From an optimization exercise on the open Yosys and OpenROAD flow, aimed at small area, a short achievable clock period and few clock cycles per item; shortcuts taken in it are not production practice.
In this exercise RTL edits were held to simulation tests only and were not proved equivalent to the original.
Power figures rest on the tool's default switching activity, not on a simulated workload.

== run 1 ==
// systolic_array_os
module systolic_array_os #(
  parameter  int N      = 4,
  parameter  int DATA_W = 8,
  parameter  int ACC_W  = 24,
  parameter  int MAX_K  = 64,
  localparam int KW     = $clog2(MAX_K + 1),
  localparam int IW     = (N > 1) ? $clog2(N) : 1
) (
  input  logic                clk,
  input  logic                reset_n,
  input  logic                start,
  input  logic [KW-1:0]       k_len,
  input  logic                in_valid,
  output logic                in_ready,
  input  logic [N*DATA_W-1:0] a_vec,
  input  logic [N*DATA_W-1:0] b_vec,
  output logic                out_valid,
  input  logic                out_ready,
  output logic [IW-1:0]       out_idx,
  output logic [N*ACC_W-1:0]  out_row,
  output logic                busy,
  output logic                done
);
For scale: roughly 5800 cells after synthesis, about 60000 sq um of cells after synthesis.
clock: 9.0 ns
lec_check: 0
cap_margin: 20
core_margin: 2
core_utilization: 40
slew_margin: 20
synth_hierarchical: 1
standard.sh (not shown) runs the stock make flow with config.mk's settings and CLKGATE_MAP_FILE= SYNTH_SCRIPT=/design/flow/synth_recipe.tcl, a recipe that flattens the netlist after the stock synthesis.
==> flow/flow/run.sh <==
#!/bin/bash
set -euo pipefail
bash standard.sh SETUP_SLACK_MARGIN=5.7 "BUFFER_PORTS_ARGS=-buffer_cell sky130_fd_sc_hd__buf_4" finish > standard.log 2>&1
Run 1 reached the end of the flow, and the finished layout is clean on the timing, DRC and antenna checks.
Testbench counts of run 1, summed over its fixed seeds: cycles 15,559, jobs 384.
Input changes introduced in run 2 (baseline for comparison: run 1):
==> flow/flow/run.sh <==
#!/bin/bash
set -euo pipefail
bash standard.sh SETUP_SLACK_MARGIN=6.0 "BUFFER_PORTS_ARGS=-buffer_cell sky130_fd_sc_hd__buf_4" finish > standard.log 2>&1
Results
Worst-case reg-to-reg path depth, run 2 and run 1, higher one = run 2. Clock network power consumption on run 2 is behind run 1. The pre-CTS setup slack of run 2 is lower than that of run 1. The number of multi-input logic gates of run 2 and that of run 1 are within noise of each other. Run 2 vs run 1 — switching component of the power climbed by a few percent. Run 2 vs. run 1: worst hold slack saw a decrease; utilization saw an increase; total routed wirelength saw an increase; gate count after technology mapping saw little to no change.
Input changes introduced in run 3 (baseline for comparison: run 2):
==> flow/flow/run.sh <==
#!/bin/bash
set -euo pipefail
bash standard.sh SETUP_SLACK_MARGIN=5.2 "BUFFER_PORTS_ARGS=-buffer_cell sky130_fd_sc_hd__buf_4" finish > standard.log 2>&1
--- outcome ---
- Per the comparison of run 3 with run 2, relative contribution of combinational cells to total power shrank by 2.4 points, cell area shrank by 4600 sq um, final critical path time including I/O delays and setup grew by 0.40 ns, routed wire length shrank by 6.5%, via count shrank by 2.8%.
- Summary — total power, run 3 relative to run 2: lower, by 8.7%.
- Delta (run 3 minus run 2): instance count after placement with tap cells included neither gained nor lost much; net count of the finished layout shows a reduction of 152; worst setup slack down 0.40 ns; mean routed wirelength per cell went down by 4.7%.
- Run 3: hold slack lower than run 2
Relative to run 3, the following input files were edited for run 4:
==> flow/flow/run.sh <==
#!/bin/bash
set -euo pipefail
bash standard.sh SETUP_SLACK_MARGIN=5.5 "BUFFER_PORTS_ARGS=-buffer_cell sky130_fd_sc_hd__buf_4" finish > standard.log 2>&1
## What came out
- | global-route usage | run 4 vs run 3 | ≈ equal |
- Compared with run 3, run 4 shows a relative max-transition margin that is 1.1 points lower.
- Side by side, final critical path time including I/O delays and setup turned out lower in run 4 than in run 3.
- Looking at area growth from synthesis to layout, run 4 sits above run 3.
- Compared run 3 against run 4; number of clock buffers in the layout within noise.
- Final design area excluding fillers essentially unchanged between run 3 and run 4.
- There was hardly any difference in hold slack between run 4 and run 3.
- Wire length essentially unchanged between run 3 and run 4.
- Diff run 3..run 4 | number of nets with antenna violations after routing | unchanged
- In terms of internal cell power, run 4 and run 3 differ only marginally.


== old ==
systolic_array_os, a different RTL version from the one above (not shown whole).
Size in the first run: roughly 5,500 cells after synthesis, about 180 I/O pins.
Settings: LEC_CHECK=0, CAP_MARGIN=20, CORE_MARGIN=2, CORE_UTILIZATION=40, CTS_CLUSTER_DIAMETER=60, CTS_CLUSTER_SIZE=20, SLEW_MARGIN=20, SYNTH_HIERARCHICAL=1; clock period 9.0 ns.
==> flow/flow/run.sh <==
#!/bin/bash
# The standard layout (standard.sh: the standard synthesis, floorplan, placement,
# CTS, routing) with three settings changed: the timing repair steps aim at a 6 ns
# setup margin (a 3 ns period) instead of the design's 9 ns period, they repair only
# the worst path (TNS_END_PERCENT=0), and the port buffers are buf_4 cells.
# Make's full output goes to standard.log; each ORFS step also keeps its own log under
# orfs/logs/.
set -euo pipefail
bash standard.sh SETUP_SLACK_MARGIN=6.0 TNS_END_PERCENT=0 \
  "BUFFER_PORTS_ARGS=-buffer_cell sky130_fd_sc_hd__buf_4" finish > standard.log 2>&1
old went all the way through the flow, and no timing, DRC or antenna check failed.
Testbench counts of old, summed over its fixed seeds: cycles 15,559, jobs 384.
Changes in new relative to old:
# old
export LEC_CHECK = 0
export CAP_MARGIN = 20
export CORE_MARGIN = 2
export CORE_UTILIZATION = 40
export CTS_CLUSTER_DIAMETER = 60
export CTS_CLUSTER_SIZE = 20
export SLEW_MARGIN = 20
export SYNTH_HIERARCHICAL = 1
create_clock -name core_clock -period 9.0 [get_ports {clk}]
# new
export LEC_CHECK = 0
export CAP_MARGIN = 20
export CORE_MARGIN = 2
export CORE_UTILIZATION = 40
export SLEW_MARGIN = 20
export SYNTH_HIERARCHICAL = 1
create_clock -name core_clock -period 9.0 [get_ports {clk}]
diff --git a/flow/flow/run.sh b/flow/flow/run.sh
--- a/flow/flow/run.sh
+++ b/flow/flow/run.sh
@@ -9 +9 @@
-bash standard.sh SETUP_SLACK_MARGIN=6.0 TNS_END_PERCENT=0 \
+bash standard.sh SETUP_SLACK_MARGIN=6.5 TNS_END_PERCENT=0 \
==> comparison <==
[compare] base=old new=new: clock-buffer cell count went up by 38, sequential power went down by about 0.5%, number of routed nets with antenna violations was more or less identical, routed via count went down by about 1%, total half-perimeter wirelength after legalization and detailed placement went down by 2.1%. Relative to old, leakage power of the design decreased by about 0.7% in new. Worst setup slack | new below old.

[what the ideal ports hide]
No port has a modelled driver above. Below, the same layouts with a new extraction and two added sets of constraints. Step 1 assumes that a clkbuf_16 drives the clock port and a buf_2 every other input. Step 2 times the ports against the registers' clock, not the clock port: input delays grow and output delays shrink by t, the midpoint of the rising clock arrivals with the driver on. a / b / c = ideal ports / drivers / drivers and shift; a / b = the first two.
run | t, ns | setup slack, ns | hold WS [ns] | cell pins on the clock port's net
run 1 | 0.791 | 5.742 / 5.660 / 5.057 | 0.400 / 0.400 / 0.400 | 1
run 2 | 0.796 | 5.758 / 5.672 / 5.384 | 0.394 / 0.394 / 0.394 | 1
run 3 | 0.797 | 5.358 / 5.358 / 5.069 | 0.373 / 0.373 / 0.373 | 1
run 4 | 0.795 | 5.654 / 5.618 / 5.073 | 0.373 / 0.373 / 0.373 | 1
old | 0.785 | 5.837 / 5.762 / 5.274 | 0.348 / 0.348 / 0.348 | 1
new | 0.807 | 5.656 / 5.578 / 5.148 | 0.418 / 0.418 / 0.418 | 1
After both steps every run listed still meets setup and hold. For run 1, which loses most, drivers alone change the setup slack by -0.082 ns; drivers and shift together by -0.685 ns.
